What follows belongs to an exercise in optimizing a design on an open flow for small area and a short achievable clock period; a production flow would make more cautious choices.
Power is estimated from default activity; no workload was simulated.

## alpha
## out_layer_top
module out_layer_top (
	input  logic                                  clk,
	input  logic                                  rst_n_i,
	input  logic [out_layer_pkg::CYC_W-1:0]       cycle_index_i,   
	input  logic                                  cycle_clk_i,     
	input  logic [2*out_layer_pkg::LANES*out_layer_pkg::FIX_WIDTH-1:0] fwd_i,  
	input  logic [out_layer_pkg::LANES-1:0]       ans_i,           
	output logic [out_layer_pkg::LANES*out_layer_pkg::FIX_WIDTH-1:0] del_o,  
	output logic [out_layer_pkg::LANES-1:0]       ans_o            
);
	localparam int FW = out_layer_pkg::FIX_WIDTH;
	localparam int LW = out_layer_pkg::LANES_W;
	logic                              blk_ok;     
	logic                              ans_ok;     
	logic [out_layer_pkg::LANES-1:0]   ans_dly;    
	logic [LW-1:0]                     del_calc;   
	delta_bank_ctrl i_delta_bank_ctrl (
		.clk           (clk),
		.rst_n_i       (rst_n_i),
		.cycle_index_i (cycle_index_i),
		.blk_ok_o      (blk_ok),
		.ans_ok_o      (ans_ok)
	);
	ans_delay_line i_ans_delay_line (
		.clk     (clk),
		.ok_i    (ans_ok),
		.ans_i   (ans_i),
		.ans_o   (ans_dly)
	);
	assign ans_o = ans_dly;
  ...
export LEC_CHECK = 0
export CAP_MARGIN = 20
export CORE_MARGIN = 2
export CORE_UTILIZATION = 75
export CTS_CLUSTER_DIAMETER = 80
export CTS_CLUSTER_SIZE = 30
export PLACE_DENSITY = 0.85
export SLEW_MARGIN = 20
export TNS_END_PERCENT = 0
create_clock -name core_clock -period 10.0 [get_ports {clk}]
standard.sh (not shown) runs the stock make flow with config.mk's settings and CLKGATE_MAP_FILE= SYNTH_SCRIPT=/design/flow/synth_recipe.tcl, a recipe that flattens the netlist after the stock synthesis.
==> flow/flow/run.sh <==
#!/bin/bash
# Standard ORFS layout (the standard.sh) with these changes to how it is made:
#  - synthesis skips the generic "abc -fast" pass inside yosys synth (SYNTH_ARGS=-noabc), so the
#    full adders written in the RTL reach extract_fa as written; the registers (names, count
#    and cell types) are the same as the standard synthesis gives;
#  - port buffers are buf_2 cells instead of the resizer's default pick (a delay cell);
#  - repair_timing aims for more setup slack than the 10 ns clock needs, so the layout is
#    pushed towards the shortest period it can reach. Constraints and period are unchanged.
set -euo pipefail
bash standard.sh \
  SYNTH_ARGS=-noabc \
  'BUFFER_PORTS_ARGS=-buffer_cell sky130_fd_sc_hd__buf_2' \
  SETUP_SLACK_MARGIN=7 \
  finish > orfs_make.log 2>&1
Modified inputs, beta compared to alpha
--- a/flow/design.v
+++ b/flow/design.v
@@ -449,46 +449,30 @@
 	assign fc216 = (fs181 & pp5_15) | (fs181 & fc180) | (pp5_15 & fc180);
 	assign fs217 = ~pp6_15 ^ pp7_13 ^ fc182;
 	assign fc218 = (~pp6_15 & pp7_13) | (~pp6_15 & fc182) | (pp7_13 & fc182);
 	assign fs219 = ~pp6_16 ^ pp7_14 ^ pp6_15;
 	assign fc220 = (~pp6_16 & pp7_14) | (~pp6_16 & pp6_15) | (pp7_14 & pp6_15);
 	logic [31:0] row_a, row_b;
 	assign row_a = {1'b1, ~pp7_16, ~pp7_15, fs219, fs217, fs215, fs213, fs211, fs209, fs207, fs205, fs203, fs201, fs199, fs197, fs195, fs193, fs191, fs189, fs187, fs185, hs183, fs147, hs145, fs143, fs77, hs75, fs73, hs3, fs1, pp0_1, pp0_0};
 	assign row_b = {1'b0, pp7_15, fc220, fc218, fc216, fc214, fc212, fc210, fc208, fc206, fc204, fc202, fc200, fc198, fc196, fc194, fc192, fc190, fc188, fc186, hc184, fc148, hc146, fc144, 1'b0, hc76, fc74, 1'b0, fc2, 1'b0, 1'b0, neg_q[0]};
 	logic [10:0] lo_sum;
 	assign lo_sum = {1'b0, row_a[9:0]} + {1'b0, row_b[9:0]};
-	logic [14:0] hi_a_q, hi_b_q;
+	logic [21:0] hi_a_q, hi_b_q;
 	logic        cin_q;
 	always_ff @(posedge clk) begin
-		hi_a_q <= row_a[24:10];
-		hi_b_q <= row_b[24:10];
+		hi_a_q <= row_a[31:10];
+		hi_b_q <= row_b[31:10];
 		cin_q  <= lo_sum[10];
 	end
-	logic [4:0] tt_p, tt_g, tt_k;
-	assign tt_p = row_a[31:27] ^ row_b[31:27];
-	assign tt_g = row_a[31:27] & row_b[31:27];
-	assign tt_k = row_a[31:27] | row_b[31:27];
-	logic tt_z, tt_m1, tt_m2;
-	assign tt_z  = ~tt_p[0] & (tt_p[4:1] == tt_k[3:0]);
-	assign tt_m1 = &tt_p;
-	assign tt_m2 = ~tt_p[0] & (tt_p[4:1] == ~tt_g[3:0]);
-	logic [1:0] xt_q, gt_q;   
-	logic z_q, m1_q, m2_q, sgn2_q;
-	always_ff @(posedge clk) begin
-		z_q    <= tt_z;
-		m1_q   <= tt_m1;
-		m2_q   <= tt_m2;
-		sgn2_q <= sgn1_q;
-		xt_q   <= row_a[26:25] ^ row_b[26:25];
-		gt_q   <= row_a[26:25] & row_b[26:25];
-	end
-	logic [14:0] g, p;
+	logic sgn2_q;
+	always_ff @(posedge clk) sgn2_q <= sgn1_q;
+	logic [21:0] g, p;
 	assign g = hi_a_q & hi_b_q;
 	assign p = hi_a_q ^ hi_b_q;
 	logic [15:0] c;
 	logic sg0_1, sp0_1;
 	assign sg0_1 = g[1] | (p[1] & g[0]);
 	assign sp0_1 = p[1] & p[0];
 	logic sg0_3, sp0_3;
 	assign sg0_3 = g[3] | (p[3] & g[2]);
 	assign sp0_3 = p[3] & p[2];
 	logic sg0_5, sp0_5;
@@ -578,31 +562,32 @@
 	assign c[6] = sg2_5 | (sp2_5 & cin_q);
 	assign c[7] = sg2_6 | (sp2_6 & cin_q);
 	assign c[8] = sg2_7 | (sp2_7 & cin_q);
 	assign c[9] = sg3_8 | (sp3_8 & cin_q);
 	assign c[10] = sg3_9 | (sp3_9 & cin_q);
 	assign c[11] = sg3_10 | (sp3_10 & cin_q);
 	assign c[12] = sg3_11 | (sp3_11 & cin_q);
 	assign c[13] = sg3_12 | (sp3_12 & cin_q);
 	assign c[14] = sg3_13 | (sp3_13 & cin_q);
 	assign c[15] = sg3_14 | (sp3_14 & cin_q);
-	logic [2:0] ct;    
-	assign ct[0] = c[15];
-	assign ct[1] = gt_q[0] | (xt_q[0] & ct[0]);
-	assign ct[2] = gt_q[1] | (xt_q[1] & ct[1]);
-	logic eqt, vt;   
-	assign eqt = ct[2] ? (m1_q | m2_q) : (z_q | m1_q);
-	assign vt  = ct[2] ? m2_q : m1_q;
+	logic [6:0] tt_p, tt_g, tt_k;
+	assign tt_p = hi_a_q[21:15] ^ hi_b_q[21:15];
+	assign tt_g = hi_a_q[21:15] & hi_b_q[21:15];
+	assign tt_k = hi_a_q[21:15] | hi_b_q[21:15];
+	logic tt_z, tt_m1, tt_m2;
+	assign tt_z  = ~tt_p[0] & (tt_p[6:1] == tt_k[5:0]);
+	assign tt_m1 = &tt_p;
+	assign tt_m2 = ~tt_p[0] & (tt_p[6:1] == ~tt_g[5:0]);
 	logic ovf;
-	assign ovf = ~(eqt & ((xt_q ^ ct[1:0]) == {2{vt}}));
+	assign ovf = c[15] ? ~(tt_m1 | tt_m2) : ~(tt_z | tt_m1);
 	logic [15:0] q;
-	assign q = {xt_q[0] ^ ct[0], p[14:0] ^ c[14:0]};
+	assign q = p[15:0] ^ c[15:0];
 	always_ff @(posedge clk) begin
 		del_o <= ovf ? {sgn2_q, {15{~sgn2_q}}} : q;
 	end
 endmodule
 `timescale 1ns/1ps
 module delta_bank_ctrl (
 	input  logic                      clk,
 	input  logic                      rst_n_i,
 	input  out_layer_pkg::cycle_idx_t cycle_index_i,
 	output logic                      blk_ok_o,   
==> notes.md <==
- Compared with alpha, post-layout total power in beta decreased by a few percent.
- As far as fraction of area in clock buffers and inverters is concerned, beta and alpha perform about the same.
- Clock buffer instance count of the final layout is lower on beta
- Of the two candidates, alpha has the better final non-filler cell area and beta the worse one.
- alpha -> beta: post-synthesis cell area increased by a few percent
- Looking at area share of fa/ha/maj cells after synthesis, beta sits 0.71 points below alpha.
- Post-cts repair resize count on beta is up relative to alpha.
- alpha vs beta, critical path class: reg -> reg vs reg -> out
- Delta (beta minus alpha): last weighted congestion value of the routability-driven placer went down by 3.9%; die span in x went up by about 1.3%; multi-input gate count shows an increase of about 0.6%.
No functional check of the RTL was part of any run of this note.

[separate check: timing with driven ports]
Ports are ideal in the flow. The routed layouts listed here were re-timed in OpenROAD.
Step 1 assumes that a clkbuf_16 drives the clock port and a buf_2 every other input.
Step 2, shift: input delay + t, output delay - t, t = (earliest + latest rising clock arrival at the registers) / 2. This alone moves slack from input paths to output paths.
Three values: no drivers, after step 1, after step 2; two values: the first two.
| run | shift t [ns] | slack for setup (ns) | worst setup path after step 2 | worst register clock-pin slew, ns | cell pins on the clock port's net |
|---|---|---|---|---|---|
| alpha | 0.669 | 6.354 / 6.354 / 6.354 | register to register | 0.11 / 0.11 | 1 |
| beta | 0.681 | 6.862 / 6.801 / 6.440 | input to register | 0.11 / 0.11 | 1 |
After both steps every run listed still meets setup and hold. For beta, which loses most, drivers alone change the setup slack by -0.061 ns; drivers and shift together by -0.422 ns.
